Context: an optimization exercise on an open-source flow, tuned for small area, a short achievable clock period and few clock cycles per item. The choices shown serve that exercise and are no tape-out recipe.
The RTL was checked by simulation tests, not by an equivalence proof against the original design.
No activity file was given, so power comes from the tool's default toggle rates.

<file path="design.v">
package epfmm_pkg;
   localparam int unsigned MAP_PAGES  = 512;
   localparam int unsigned MAP_AW     = 9;
   localparam int unsigned PAGE_SHIFT = 11;
   localparam int unsigned CODE_W     = 3;
   localparam logic [MAP_AW-1:0] CONV_PAGES = 9'd320;
   localparam logic [CODE_W-1:0] RG_UNUSED  = 3'd0;
   localparam logic [CODE_W-1:0] RG_RAM     = 3'd1;
   localparam logic [CODE_W-1:0] RG_BOOTROM = 3'd2;
   localparam logic [CODE_W-1:0] RG_SDCARD  = 3'd3;
   localparam logic [CODE_W-1:0] RG_EMS     = 3'd4;
   localparam logic [1:0] MODE_IO_RD   = 2'd0;
   localparam logic [1:0] MODE_IO_WR   = 2'd1;
   localparam logic [1:0] MODE_LOOKUP  = 2'd2;
   localparam logic [1:0] MODE_REBUILD = 2'd3;
   localparam logic [15:0] OFS_FP_FIRST = 16'd0;
   localparam logic [15:0] OFS_FP_LAST  = 16'd7;
   localparam logic [15:0] OFS_EMS_LO   = 16'd10;
   localparam logic [15:0] OFS_EMS_HI   = 16'd11;
   localparam logic [15:0] OFS_EMS_FILL = 16'd12;
   localparam logic [15:0] OFS_UMB_LO   = 16'd13;
   localparam logic [15:0] OFS_UMB_HI   = 16'd14;
   localparam logic [15:0] OFS_UMB_FILL = 16'd15;
   localparam logic [7:0] CSR_NO_CONV   = 8'd0;
   localparam logic [7:0] CSR_NO_BOOT   = 8'd1;
   localparam logic [7:0] CSR_BOOT_ADDR = 8'd2;
   localparam logic [7:0] CSR_BOOT_SIZE = 8'd3;
   localparam logic [19:0] BOOT_ADDR_RST = 20'hF0000;
   localparam logic [20:0] BOOT_SIZE_RST = 21'h08000;
   localparam logic [15:0] FP_RST        = 16'hFFFF;
   localparam logic [MAP_AW-1:0] BLD_FIRST_RST = BOOT_ADDR_RST[19:11];
   localparam logic [10:0] BLD_LAST_RST =
      11'((22'(BOOT_ADDR_RST) + 22'(BOOT_SIZE_RST)) >> PAGE_SHIFT);
   localparam logic [18:0] SEG_LOW       = 19'h0A000;
   localparam logic [18:0] SEG_HIGH      = 19'h0F000;
   localparam logic [19:0] FRAME_MASK    = 20'hFC000;
   localparam logic [19:0] FRAME_OFS_MAX = 20'h0C000;
   localparam logic [7:0]  BYTE_NONE     = 8'hFF;
   typedef struct packed {
      logic [1:0]  mode;
      logic [15:0] io_port;
      logic [7:0]  write_data;
      logic [19:0] mem_address;
   } req_type;
   typedef struct packed {
      logic [7:0]        read_data;
      logic [CODE_W-1:0] region;
      logic              ems_hit;
      logic [29:0]       ems_address;
   } rsp_type;
   typedef struct packed {
      logic              en;
      logic [MAP_AW-1:0] addr;
      logic [CODE_W-1:0] data;
   } map_wr_type;
endpackage
module epfmm_page_ram (
   input  logic                                    clock,
   input  epfmm_pkg::map_wr_type                   wr,
   input  logic [epfmm_pkg::MAP_AW-1:0]            rd_addr,
   output logic [epfmm_pkg::CODE_W-1:0]            rd_data
);
   logic [epfmm_pkg::CODE_W-1:0] mem [epfmm_pkg::MAP_PAGES];
   logic [epfmm_pkg::CODE_W-1:0] rd_data_ff;
   always_ff @(posedge clock) begin
      if (wr.en) begin
         mem[wr.addr] <= wr.data;
      end
   end
   always_ff @(posedge clock) begin
      rd_data_ff <= mem[rd_addr];
   end
   assign rd_data = rd_data_ff;
endmodule
module ems_page_frame_memory_mapper_unit #(
   parameter int unsigned PORT_BASE = 608
) (
   input  logic               clock,
   input  logic               reset,
   input  logic               req_valid,
   output logic               req_ready,
   input  epfmm_pkg::req_type req_data,
   output logic               rsp_valid,
   input  logic               rsp_ready,
   output epfmm_pkg::rsp_type rsp_data,
   input  logic               csr_valid,
   output logic               csr_ready,
   input  logic [7:0]         csr_index,
   input  logic [31:0]        csr_wdata
);
   localparam logic [15:0] PORT_BASE_W = 16'(PORT_BASE);
   localparam int unsigned AW = epfmm_pkg::MAP_AW;
   localparam int unsigned CW = epfmm_pkg::CODE_W;
   typedef enum logic [4:0] {
      ST_BUILD = 5'b00001,    
      ST_IDLE  = 5'b00010,    
      ST_LOOK  = 5'b00100,    
      ST_FILL  = 5'b01000,    
      ST_PUSH  = 5'b10000     
   } state_type;
   state_type state_ff, state_in;
   logic [15:0] fp_ff [4];
   logic [15:0] fp_in [4];
   logic [15:0] ems_seg_ff, ems_seg_in;
   logic [15:0] umb_seg_ff, umb_seg_in;
   logic        ncm_ff, nbr_ff;
   logic [19:0] boot_addr_ff;
   logic [20:0] boot_size_ff;
   logic          bld_ncm_ff, bld_ncm_in;
   logic          bld_nbr_ff, bld_nbr_in;
   logic [AW-1:0] bld_first_ff, bld_first_in;
   logic [10:0]   bld_last_ff, bld_last_in;
   logic [AW-1:0] bld_idx_ff, bld_idx_in;
   logic          bld_item_ff, bld_item_in;
   logic [AW:0]   fill_idx_ff, fill_idx_in;
   logic [10:0]   fill_left_ff, fill_left_in;
   logic [CW-1:0] fill_code_ff, fill_code_in;
   logic          look_io_ff, look_io_in;
   epfmm_pkg::rsp_type res_ff, res_in;
   epfmm_pkg::rsp_type rsp_data_ff, rsp_data_in;
   logic          rsp_valid_ff, rsp_valid_in;
   epfmm_pkg::map_wr_type map_wr;
   logic [AW-1:0] map_rd_addr;
   logic [CW-1:0] map_rd_data;
   epfmm_page_ram u_page_ram (
      .clock   (clock),
      .wr      (map_wr),
      .rd_addr (map_rd_addr),
      .rd_data (map_rd_data)
   );
   logic        req_fire;
   logic        in_range;
   logic [15:0] port_ofs;
   logic [15:0] fp_sel;
   logic [18:0] ems_end, umb_end;
   logic        ems_fill_ok, umb_fill_ok;
   logic [21:0] boot_end;
   logic [19:0] frame_page, ems_base, frame_ofs;
   logic        frame_hit;
   logic [10:0]   bld_idx_wide;
   logic [CW-1:0] bld_code;
   assign req_ready = (state_ff == ST_IDLE);
   assign req_fire  = req_valid && req_ready;
   assign csr_ready = 1'b1;
   assign rsp_valid = rsp_valid_ff;
   assign rsp_data  = rsp_data_ff;
   assign in_range = (req_data.io_port >= PORT_BASE_W);
   assign port_ofs = req_data.io_port - PORT_BASE_W;
   assign fp_sel   = fp_ff[port_ofs[2:1]];
   assign ems_end     = 19'(ems_seg_ff) + {1'b0, req_data.write_data, 10'd0};
   assign umb_end     = 19'(umb_seg_ff) + {4'd0, req_data.write_data, 7'd0};
   assign ems_fill_ok = (19'(ems_seg_ff) >= epfmm_pkg::SEG_LOW) &&
                        (ems_end <= epfmm_pkg::SEG_HIGH);
   assign umb_fill_ok = (19'(umb_seg_ff) >= epfmm_pkg::SEG_LOW) &&
                        (umb_end <= epfmm_pkg::SEG_HIGH);
   assign boot_end = 22'(boot_addr_ff) + 22'(boot_size_ff);
   assign frame_page = req_data.mem_address & epfmm_pkg::FRAME_MASK;
   assign ems_base   = {ems_seg_ff, 4'd0};
   assign frame_ofs  = frame_page - ems_base;
   assign frame_hit  = (frame_page >= ems_base) && (frame_ofs[13:0] == 14'd0) &&
                       (frame_ofs <= epfmm_pkg::FRAME_OFS_MAX);
   assign bld_idx_wide = {2'd0, bld_idx_ff};
   always_comb begin
      if (!bld_nbr_ff && (bld_idx_wide >= {2'd0, bld_first_ff}) &&
          (bld_idx_wide < bld_last_ff)) begin
         bld_code = epfmm_pkg::RG_BOOTROM;
      end else if (!bld_nbr_ff && (bld_idx_wide == bld_last_ff)) begin
         bld_code = epfmm_pkg::RG_SDCARD;
      end else if (!bld_ncm_ff && (bld_idx_ff < epfmm_pkg::CONV_PAGES)) begin
         bld_code = epfmm_pkg::RG_RAM;
      end else begin
         bld_code = epfmm_pkg::RG_UNUSED;
      end
   end
   always_comb begin
      map_wr.en   = 1'b0;
      map_wr.addr = bld_idx_ff;
      map_wr.data = bld_code;
      if (state_ff == ST_BUILD) begin
         map_wr.en = 1'b1;
      end else if (state_ff == ST_FILL) begin
         map_wr.en   = (fill_left_ff != 11'd0) && !fill_idx_ff[AW];
         map_wr.addr = fill_idx_ff[AW-1:0];
         map_wr.data = fill_code_ff;
      end
   end
   assign map_rd_addr = (req_data.mode == epfmm_pkg::MODE_LOOKUP) ?
                        req_data.mem_address[19:11] : umb_seg_ff[15:7];
   always_comb begin
      state_in     = state_ff;
      for (int s = 0; s < 4; s++) begin
         fp_in[s] = fp_ff[s];
      end
      ems_seg_in   = ems_seg_ff;
      umb_seg_in   = umb_seg_ff;
      bld_ncm_in   = bld_ncm_ff;
      bld_nbr_in   = bld_nbr_ff;
      bld_first_in = bld_first_ff;
      bld_last_in  = bld_last_ff;
      bld_idx_in   = bld_idx_ff;
      bld_item_in  = bld_item_ff;
      fill_idx_in  = fill_idx_ff;
      fill_left_in = fill_left_ff;
      fill_code_in = fill_code_ff;
      look_io_in   = look_io_ff;
      res_in       = res_ff;
      rsp_data_in  = rsp_data_ff;
      rsp_valid_in = rsp_valid_ff && !rsp_ready;
      unique case (state_ff)
         ST_BUILD: begin
            bld_idx_in = bld_idx_ff + 1'b1;
            if (&bld_idx_ff) begin
               state_in = bld_item_ff ? ST_PUSH : ST_IDLE;
            end
         end
         ST_IDLE: begin
            if (req_fire) begin
               res_in     = '0;
               look_io_in = 1'b0;
               state_in   = ST_PUSH;
               unique case (req_data.mode)
                  epfmm_pkg::MODE_IO_RD: begin
                     res_in.read_data = epfmm_pkg::BYTE_NONE;
                     if (in_range && (port_ofs <= epfmm_pkg::OFS_FP_LAST)) begin
                        res_in.read_data = port_ofs[0] ? fp_sel[15:8] : fp_sel[7:0];
                     end else if (in_range && (port_ofs == epfmm_pkg::OFS_UMB_FILL)) begin
                        look_io_in = 1'b1;
                        state_in   = ST_LOOK;
                     end
                  end
                  epfmm_pkg::MODE_IO_WR: begin
                     if (in_range) begin
                        unique case (port_ofs)
                           16'd0, 16'd1, 16'd2, 16'd3, 16'd4, 16'd5, 16'd6, 16'd7: begin
                              if (port_ofs[0]) begin
                                 fp_in[port_ofs[2:1]] = {req_data.write_data, fp_sel[7:0]};
                              end else begin
                                 fp_in[port_ofs[2:1]] = {fp_sel[15:8], req_data.write_data};
                              end
                           end
                           epfmm_pkg::OFS_EMS_LO:
                              ems_seg_in = {ems_seg_ff[15:8], req_data.write_data};
                           epfmm_pkg::OFS_EMS_HI:
                              ems_seg_in = {req_data.write_data, ems_seg_ff[7:0]};
                           epfmm_pkg::OFS_UMB_LO:
                              umb_seg_in = {umb_seg_ff[15:8], req_data.write_data};
                           epfmm_pkg::OFS_UMB_HI:
                              umb_seg_in = {req_data.write_data, umb_seg_ff[7:0]};
                           epfmm_pkg::OFS_EMS_FILL: begin
                              if (ems_fill_ok) begin
                                 fill_idx_in  = {1'b0, ems_seg_ff[15:7]};
                                 fill_left_in = {req_data.write_data, 3'd0};
                                 fill_code_in = epfmm_pkg::RG_EMS;
                                 state_in     = ST_FILL;
                              end
                           end
                           epfmm_pkg::OFS_UMB_FILL: begin
                              if (umb_fill_ok) begin
                                 fill_idx_in  = {1'b0, umb_seg_ff[15:7]};
                                 fill_left_in = {3'd0, req_data.write_data};
                                 fill_code_in = epfmm_pkg::RG_RAM;
                                 state_in     = ST_FILL;
                              end
                           end
                           default: ;
                        endcase
                     end
                  end
                  epfmm_pkg::MODE_LOOKUP: begin
                     res_in.ems_hit = frame_hit;
                     if (frame_hit) begin
                        res_in.ems_address = {fp_ff[frame_ofs[15:14]],
                                              req_data.mem_address[13:0]};
                     end
                     state_in = ST_LOOK;
                  end
                  epfmm_pkg::MODE_REBUILD: begin
                     for (int s = 0; s < 4; s++) begin
                        fp_in[s] = epfmm_pkg::FP_RST;
                     end
                     ems_seg_in   = '0;
                     umb_seg_in   = '0;
                     bld_ncm_in   = ncm_ff;
                     bld_nbr_in   = nbr_ff;
                     bld_first_in = boot_addr_ff[19:11];
                     bld_last_in  = boot_end[21:11];
                     bld_idx_in   = '0;
                     bld_item_in  = 1'b1;
                     state_in     = ST_BUILD;
                  end
                  default: ;
               endcase
            end
         end
         ST_LOOK: begin
            if (look_io_ff) begin
               res_in.read_data = 8'(map_rd_data);
            end else begin
               res_in.region = map_rd_data;
            end
            state_in = ST_PUSH;
         end
         ST_FILL: begin
            if ((fill_left_ff == 11'd0) || fill_idx_ff[AW]) begin
               state_in = ST_PUSH;
            end else begin
               fill_idx_in  = fill_idx_ff + 1'b1;
               fill_left_in = fill_left_ff - 1'b1;
            end
         end
         ST_PUSH: begin
            if (!rsp_valid_ff || rsp_ready) begin
               rsp_data_in  = res_ff;
               rsp_valid_in = 1'b1;
               state_in     = ST_IDLE;
            end
         end
         default: state_in = ST_IDLE;
      endcase
   end
   always_ff @(posedge clock) begin
      if (reset) begin
         state_ff     <= ST_BUILD;
         for (int s = 0; s < 4; s++) begin
            fp_ff[s] <= epfmm_pkg::FP_RST;
         end
         ems_seg_ff   <= '0;
         umb_seg_ff   <= '0;
         bld_ncm_ff   <= 1'b0;
         bld_nbr_ff   <= 1'b0;
         bld_first_ff <= epfmm_pkg::BLD_FIRST_RST;
         bld_last_ff  <= epfmm_pkg::BLD_LAST_RST;
         bld_idx_ff   <= '0;
         bld_item_ff  <= 1'b0;
         fill_idx_ff  <= '0;
         fill_left_ff <= '0;
         look_io_ff   <= 1'b0;
         rsp_valid_ff <= 1'b0;
      end else begin
         state_ff     <= state_in;
         for (int s = 0; s < 4; s++) begin
            fp_ff[s] <= fp_in[s];
         end
         ems_seg_ff   <= ems_seg_in;
         umb_seg_ff   <= umb_seg_in;
         bld_ncm_ff   <= bld_ncm_in;
         bld_nbr_ff   <= bld_nbr_in;
         bld_first_ff <= bld_first_in;
         bld_last_ff  <= bld_last_in;
         bld_idx_ff   <= bld_idx_in;
         bld_item_ff  <= bld_item_in;
         fill_idx_ff  <= fill_idx_in;
         fill_left_ff <= fill_left_in;
         look_io_ff   <= look_io_in;
         rsp_valid_ff <= rsp_valid_in;
      end
   end
   always_ff @(posedge clock) begin
      fill_code_ff <= fill_code_in;
      res_ff       <= res_in;
      rsp_data_ff  <= rsp_data_in;
   end
   always_ff @(posedge clock) begin
      if (reset) begin
         ncm_ff       <= 1'b0;
         nbr_ff       <= 1'b0;
         boot_addr_ff <= epfmm_pkg::BOOT_ADDR_RST;
         boot_size_ff <= epfmm_pkg::BOOT_SIZE_RST;
      end else if (csr_valid && csr_ready) begin
         case (csr_index)
            epfmm_pkg::CSR_NO_CONV:   ncm_ff       <= csr_wdata[0];
            epfmm_pkg::CSR_NO_BOOT:   nbr_ff       <= csr_wdata[0];
            epfmm_pkg::CSR_BOOT_ADDR: boot_addr_ff <= csr_wdata[19:0];
            epfmm_pkg::CSR_BOOT_SIZE: boot_size_ff <= csr_wdata[20:0];
            default: ;
         endcase
      end
   end
endmodule
module ems_mapper_top (
   input  logic        clock,
   input  logic        reset,
   input  logic        req_valid,
   output logic        req_ready,
   input  logic [1:0]  req_mode,
   input  logic [15:0] req_io_port,
   input  logic [7:0]  req_write_data,
   input  logic [19:0] req_mem_address,
   output logic        rsp_valid,
   input  logic        rsp_ready,
   output logic [7:0]  rsp_read_data,
   output logic [2:0]  rsp_region,
   output logic        rsp_ems_hit,
   output logic [29:0] rsp_ems_address,
   input  logic        csr_valid,
   output logic        csr_ready,
   input  logic [7:0]  csr_index,
   input  logic [31:0] csr_wdata
);
   epfmm_pkg::req_type req_data;
   epfmm_pkg::rsp_type rsp_data;
   assign req_data.mode        = req_mode;
   assign req_data.io_port     = req_io_port;
   assign req_data.write_data  = req_write_data;
   assign req_data.mem_address = req_mem_address;
   assign rsp_read_data   = rsp_data.read_data;
   assign rsp_region      = rsp_data.region;
   assign rsp_ems_hit     = rsp_data.ems_hit;
   assign rsp_ems_address = rsp_data.ems_address;
   ems_page_frame_memory_mapper_unit #(.PORT_BASE(608)) u_unit (
      .clock     (clock),
      .reset     (reset),
      .req_valid (req_valid),
      .req_ready (req_ready),
      .req_data  (req_data),
      .rsp_valid (rsp_valid),
      .rsp_ready (rsp_ready),
      .rsp_data  (rsp_data),
      .csr_valid (csr_valid),
      .csr_ready (csr_ready),
      .csr_index (csr_index),
      .csr_wdata (csr_wdata)
   );
endmodule
</file>
<file path="run.sh">
#!/bin/bash
# synth_recipe.tcl (not shown) runs the flow's synth.tcl, then flattens the netlist and writes it again
# the make line also repeats each setting of config.mk as NAME=value (left out here)
make -C /OpenROAD-flow-scripts/flow DESIGN_CONFIG=/design/flow/config.mk WORK_HOME=/design/flow/orfs CLKGATE_MAP_FILE= SYNTH_SCRIPT=/design/flow/synth_recipe.tcl finish
</file>
<file path="config.mk">
export PLATFORM = sky130hd
export DESIGN_NAME = ems_mapper_top
export DESIGN_NICKNAME = ems_mapper_top
export VERILOG_FILES = /design/flow/design.v
export SDC_FILE = /design/flow/constraint.sdc
export NUM_CORES = 4
export LEC_CHECK = 0
export CAP_MARGIN = 20
export CORE_MARGIN = 2
export CORE_UTILIZATION = 40
export SLEW_MARGIN = 20
</file>
<file path="constraint.sdc">
create_clock -name core_clock -period 5.0 [get_ports {clock}]
set_input_delay 1.0000 -clock core_clock [delete_from_list [all_inputs] [get_ports {clock}]]
set_output_delay 1.0000 -clock core_clock [all_outputs]
set_load 0.01 [all_outputs]
</file>
==> qor.txt <==
Max-Cap Viols = 0
total gr overflow = 0
CTS buffer count = 186
Final Util = 46.5%
fraction of registers with async set/reset = 0%
vias in the first global route = 48600
Data arrival, critical path = 4900 ps
root buffer cell = clkbuf_16
initial antenna violation count = 6
relative slew slack = 21.2%
gr usage total = 22.5%
via count = 50300
startpoint types = primary input
Clock Sink Count = 1824
min cycle time layout = 4170 ps
post-route worst setup slack = 830 ps
Sw Share = 22.6%
DRC Markers = 0
worst-path maximum fanout = 35
leakage power = 29.2 nW
total internal power = 24.9 mW
DRT iter0 DRCs = 5483
Worst-Margin Slew = 1180 ps
largest family of logic cells by synthesized area = simple AND/OR/NAND/NOR gates
Max Root-Sink Buffers = 3
post-synthesis simple-gate area fraction = 13.0%
yosys warns = 4
multi-input logic area = 0.0217 mm^2
Post-Syn Area = 0.0763 mm^2
Nets = 6152
sequential group share of total power = 51.1%
gpl congestion = 0.874
fillers = 16700
post-synthesis xor/xnor area fraction = 0.264%
P_sw = 7.27 mW
Core ar. = 0.190 mm^2
Ports = 136
CP required = 5730 ps
Post-Syn Instances = 5784
max-slew violations = 0
remaining antenna violation count = 0
CP Capture Type = register
share of layout cells above drive strength 1 = 12.8%
chip height = 441 um
PortBufs = 123
# H-tree levels = 4
compound-gate portion of the synthesized area = 7.15%
standard-cell rows = 160
RSZ-0062 raised after global routing = false
Worst-path clk slew = 60 ps
Synthesized Nets = 5939
cells on worst reg2reg path = 11
mux share of post-synthesis cell area = 6.54%
Skew-Pair Late Insertion Delay = 840 ps
number of synthesized flops with an enable pin = 1622
Min-Delay Path Depth = 0
Synth cell types = 97
die width = 441 um
VDD IR max = 0.360 mV
Clock power frac = 43.4%
clk_skew = 41.5 ps
largest net degree at the start of global routing = 165
die area = 0.194 mm^2
Worst Hold Slack = 414 ps
CTS tree = yes
combinational power share = 5.5%
Synth Flop Type = edfxtp_1
CP Class = primary input to register
most common cell after layout, fill and taps aside = edfxtp_1
Vias per Instance = 5.80
postcts setup bufs = 0
final-report hold violation count = 0
most frequent cells in the layout = edfxtp_1, nand2_1, nor2_1
register area share after synthesis = 69.1%
routed wire length = 221 mm
Initial Utilization = 40.2%
Synth Register Bits = 1824
PD cells = 364 mW/mm^2
HPWL Detailed = 138 mm
status = timing/DRC/antenna clean
router iterations before antenna repair = 7
fmax = 0.240 GHz
Adder-Cell Fraction of Synth Area = 1.08%
hold buffers post-CTS = 0
wire length per cell = 25.4 um
Reg area = 0.0528 mm^2
pre-CTS WS = 90.6 ps
worst hold path type = register to register
Mean Syn Cell Area = 13.2 um^2
# resized after CTS = 0
global-route wire length before repair = 325 mm
area grow syn2layout = 15.7%
Final setup viols = 0
crit share post-route = 83.4%
==> through the flow <==
step | cell area (um^2) | total power, mW | cells | TNS, ps
global placement | 82200 | 18.5 | 8320 | 0
detailed placement | 82200 | 18.5 | 8320 | 0
CTS | 88300 | 32.3 | 8671 | 0
finish | 88300 | 32.1 | 8674 | 0
floorplan | 76400 | 17.6 | 5784 | -2181050
global route | 88300 | 33.0 | 8672 | 0
==> sequential cells by signal (all words and copies together) (netlist names) <==
register / flops
u_unit.bld_first_ff: 9
u_unit.bld_idx_ff: 9
u_unit.bld_item_ff: 1
u_unit.bld_last_ff: 11
u_unit.bld_nbr_ff: 1
u_unit.bld_ncm_ff: 1
u_unit.boot_addr_ff: 20
u_unit.boot_size_ff: 21
u_unit.ems_seg_ff: 16
u_unit.fill_code_ff: 2
u_unit.fill_idx_ff: 10
u_unit.fill_left_ff: 11
u_unit.fp_ff: 64
u_unit.look_io_ff: 1
u_unit.nbr_ff: 1
u_unit.ncm_ff: 1
u_unit.res_ff: 42
u_unit.rsp_data_ff: 42
u_unit.rsp_valid_ff: 1
u_unit.state_ff: 5
u_unit.u_page_ram.mem: 1536
u_unit.u_page_ram.rd_data_ff: 3
u_unit.umb_seg_ff: 16
==> layout make-up <==
cell class,instances,area share (%)
diodes,3,0.00850
clock buffers,225,5.48
clock inverters,126,1.47
inverters,37,0.157
multi-input cells,3526,24.6
flip-flops and latches,1824,59.7
well taps,2511,3.56
repair buffers,422,4.97
==> layer usage <==
metal / vias up / routed length [um] / GRT usage, %
met2: 2397 / 102000 / 35.3
met3: 382 / 20400 / 4.25
met4: 4 / 6720 / 7.19
li1: 22200 / - / -
met5: - / 23 / 0
met1: 25400 / 91700 / 31.5
==> synth_stat cells, types with 81 or more instances <==
| library cell | count | area share (%) |
|---|---|---|
| nand2_1 | 1099 | 5.4 |
| nor2_1 | 618 | 3.0 |
| o211ai_1 | 81 | 0.80 |
| dfxtp_1 | 202 | 5.3 |
| mux2i_1 | 143 | 1.9 |
| buf_2 | 116 | 0.76 |
| a21oi_1 | 251 | 1.6 |
| a32oi_1 | 96 | 1.1 |
| nand3_1 | 268 | 1.8 |
| mux4_2 | 141 | 4.2 |
| clkbuf_1 | 211 | 1.0 |
| edfxtp_1 | 1622 | 64 |
==> worst max-delay path, stage by stage <==
cell	delay, ps
clkdlybuf4s50_1	600
nand2b_1	280
a21oi_4	310
buf_12	220
buf_12	310
buf_4	310
mux4_2	520
a221oi_1	520
o22ai_1	250
nor4b_1	300
and4b_1	220
==> path summary, 6_finish.rpt <==
path	start	endpoint	slack [ps]
min	u_unit.res_ff[21]	u_unit.rsp_data_ff[21]	410
max reg2reg	u_unit.fill_left_ff[0]	u_unit.u_page_ram.mem[11][1]	850
min reg2reg	u_unit.res_ff[21]	u_unit.rsp_data_ff[21]	410
max	req_mode[1]	u_unit.u_page_ram.rd_data_ff[1]	830
==> logic make-up after synthesis <==
family	count (synthesis)
AO/OA/AOI/OAI	809
XOR/XNOR	23
adder cells (fa/ha/maj)	65
buffers and inverters	434
flip-flops	1824
multiplexers	302
other	1
AND/OR/NAND/NOR	2326
==> power by group through the flow <==
stage                     sequential (mW)  clock [mW]  combinational, mW
final                                16.4        13.9               1.78
after global routing                 16.4        14.8               1.85
after CTS                            16.4        14.1               1.76
after detailed placement             16.7           0               1.75
after global placement               16.7           0               1.75
after floorplan                      16.7           0              0.863
Testbench counts, summed over its fixed seeds: cycles 30,567, items 7,085.

[static timing again, ports no longer ideal]
Ports are ideal in the flow. The routed layout listed here was re-timed in OpenROAD. Step 1 assumes that a clkbuf_16 drives the clock port and a buf_2 every other input. Step 2 adds t to the input delays and takes it off the output delays; t is the mean of the earliest and latest rising clock arrival at the registers after step 1. Input paths then give back, and output paths get back, about the clock's delay inside the block. Three values: no drivers, after step 1, after step 2; two values: the first two.
t, ns: 0.908
setup WS [ns]: 0.830 / 0.848 / -0.060
worst slew at a driven data input, ns: 0.11
pins driven straight from the clock port: 1
Met with ideal ports but missed after step 2: setup timing in this run. The setup slack of this run moves by +0.018 ns with the drivers and by -0.890 ns with both steps.
